Context: an optimization exercise on an open-source flow, tuned for small area, a short achievable clock period and few clock cycles per item. The choices shown serve that exercise and are no tape-out recipe.
Function was checked by simulation only, so behaviour that the tests miss may differ from the original.

violet:
Design max_pool_stream, start of the top module:
module max_pool_stream (
  input  wire logic                           clk,
  input  wire logic                           rst_n,
  input  wire logic                           in_tvalid,
  output logic                                in_tready,
  input  wire logic [mps_pkg::IN_DATA_W-1:0]  in_tdata,
  output logic                                out_tvalid,
  input  wire logic                           out_tready,
  output logic [mps_pkg::OUT_DATA_W-1:0]      out_tdata,
  output logic                                out_tlast,
  input  wire logic                           cfg_wr_en,
  input  wire logic [mps_pkg::CFG_IDX_W-1:0]  cfg_index,
  input  wire logic [mps_pkg::CFG_DATA_W-1:0] cfg_wr_data
);
clock: 5.5 ns
lec_check: 0
cap_margin: 20
core_aspect_ratio: 0.5
core_margin: 2
core_utilization: 65
cts_cluster_diameter: 100
cts_cluster_size: 24
place_density: 0.75
setup_slack_margin: 3.2
slew_margin: 20
run.sh (not shown) runs the stock make flow with config.mk's settings and CLKGATE_MAP_FILE= SYNTH_SCRIPT=/design/flow/synth_recipe.tcl, a recipe that flattens the netlist after the stock synthesis.
Testbench counts of violet, summed over its fixed seeds: cycles 177,457, samples 176,956.
Input changes introduced in raven (baseline for comparison: violet):
--- a/flow/design.v
+++ b/flow/design.v
@@ -220,24 +220,25 @@
   always_ff @(posedge clk) begin
     cw <= cw_n;  cw0 <= cw0_n;  cwl <= cwl_n;
     rw <= rw_n;  rw0 <= rw0_n;  rwl <= rwl_n;
     colrem <= colrem_n;  row_end <= row_end_n;
     rowrem <= rowrem_n;  chan_end <= chan_end_n;
     oc <= oc_n;  oc0 <= oc0_n;  orow <= orow_n;
     ch <= ch_n;  last_ch <= last_ch_n;
     col_ok <= col_ok_n;  row_ok <= row_ok_n;
   end
   logic [POOLED_W-1:0] acc, acc_nxt, x_in;
   logic [POOLED_W-1:0] x32, x16, x8, xm, x2, x1, xt, mid, tail;
   logic                push, gt_acc, gt_rd, from_acc, from_rd, upd;
+  logic                k_acc, k_s, k_upd, k_fa, k_fr;
   logic                c_acc, c_tail, c_s;
   logic                ci_acc, ci_tail, ci_s, ck_acc, ck_tail, ck_s;
   always_ff @(posedge clk) begin
     hold <= div_busy_n && col_ok_n && row_ok_n && cw0_n && !p_one &&
             !(rw0_n && oc0_n);
     push <= s1_v_n && col_ok_n && row_ok_n && cw0_n &&
             !(div_busy_n && !p_one && !(rw0_n && oc0_n));
   end
   always_comb begin
     from_acc = !cw0 || (!rw0 && one_win);
     from_rd  = cw0 && !rw0 && !one_win;
     upd      = s1_v && in_win && !s1_hold;
@@ -249,31 +250,38 @@
     ck_tail  = gt15(skid_s, tail);
     ck_s     = gt15(skid_s, s1_s);
     c_acc    = skid_v ? ck_acc  : ci_acc;
     c_tail   = skid_v ? ck_tail : ci_tail;
     c_s      = skid_v ? ck_s    : ci_s;
   end
   always_ff @(posedge clk) begin
     if (in_fire && !s1_free)
       skid_s <= in_tdata[15] ? '0 : in_tdata[14:0];
     if (s1_load) begin
       s1_s  <= x_in;
       gt_rd <= c_tail;
-      if (!upd) gt_acc <= c_acc;
-      else if (from_acc) gt_acc <= c_acc && c_s;
-      else if (from_rd) gt_acc <= c_tail && c_s;
-      else gt_acc <= c_s;
+      k_acc <= c_acc;
+      k_s   <= c_s;
+      k_upd <= upd;
+      k_fa  <= from_acc;
+      k_fr  <= from_rd;
     end
   end
   always_comb begin
+    if (!k_upd) gt_acc = k_acc;
+    else if (k_fa) gt_acc = k_acc && k_s;
+    else if (k_fr) gt_acc = gt_rd && k_s;
+    else gt_acc = k_s;
+  end
+  always_comb begin
     if (from_acc) acc_nxt = gt_acc ? s1_s : acc;
     else if (from_rd) acc_nxt = gt_rd ? s1_s : tail;
     else acc_nxt = s1_s;
   end
   always_ff @(posedge clk) begin
     if (upd) acc <= acc_nxt;
   end
   logic [POOLED_W-1:0] seg62 [62];
   logic [POOLED_W-1:0] seg32 [32];
   logic [POOLED_W-1:0] seg16 [16];
   logic [POOLED_W-1:0] seg8  [8];
   logic [POOLED_W-1:0] seg4  [4];
Delta (raven minus violet): pin slew with the least headroom to its limit up 0.046 ns, fraction of cell area in non-clock buffers down 0.26 points, cell area after synthesis up 0.54%, total wire length up 0.75%.
Of the two values seen for critical path launch point, in_tdata[3] was produced by violet and od_l by raven.
Status: total global routing track utilization parity (violet, raven)
Testbench counts of raven, summed over its fixed seeds: cycles 177,457, samples 176,956.

[afterwards: timing with drivers on the ports]
The results above use ideal ports. As a check the final layouts listed here were re-extracted and re-timed, cells and wires unchanged. Step 1: set_driving_cell puts a clkbuf_16 on clk and a buf_2 on each other input, an assumption about the parent block. Step 2 times the ports against the registers' clock, not the clock port: input delays grow and output delays shrink by t, the midpoint of the rising clock arrivals with the driver on. Three values: ideal, step 1, step 2; two values: the first two.
run	shift t [ns]	slack for setup (ns)	worst setup path after step 2	latest minus earliest clock arrival (ns)	worst data-port slew with drivers (ns)
violet	0.808	3.066 / 3.064 / 2.309	input to register	0.061 / 0.062	0.07
raven	0.816	3.157 / 3.074 / 2.439	input to register	0.059 / 0.059	0.14
After both steps every run listed still meets setup and hold. The setup slack of violet, which loses most, moves by -0.002 ns with the drivers and by -0.757 ns with both steps.
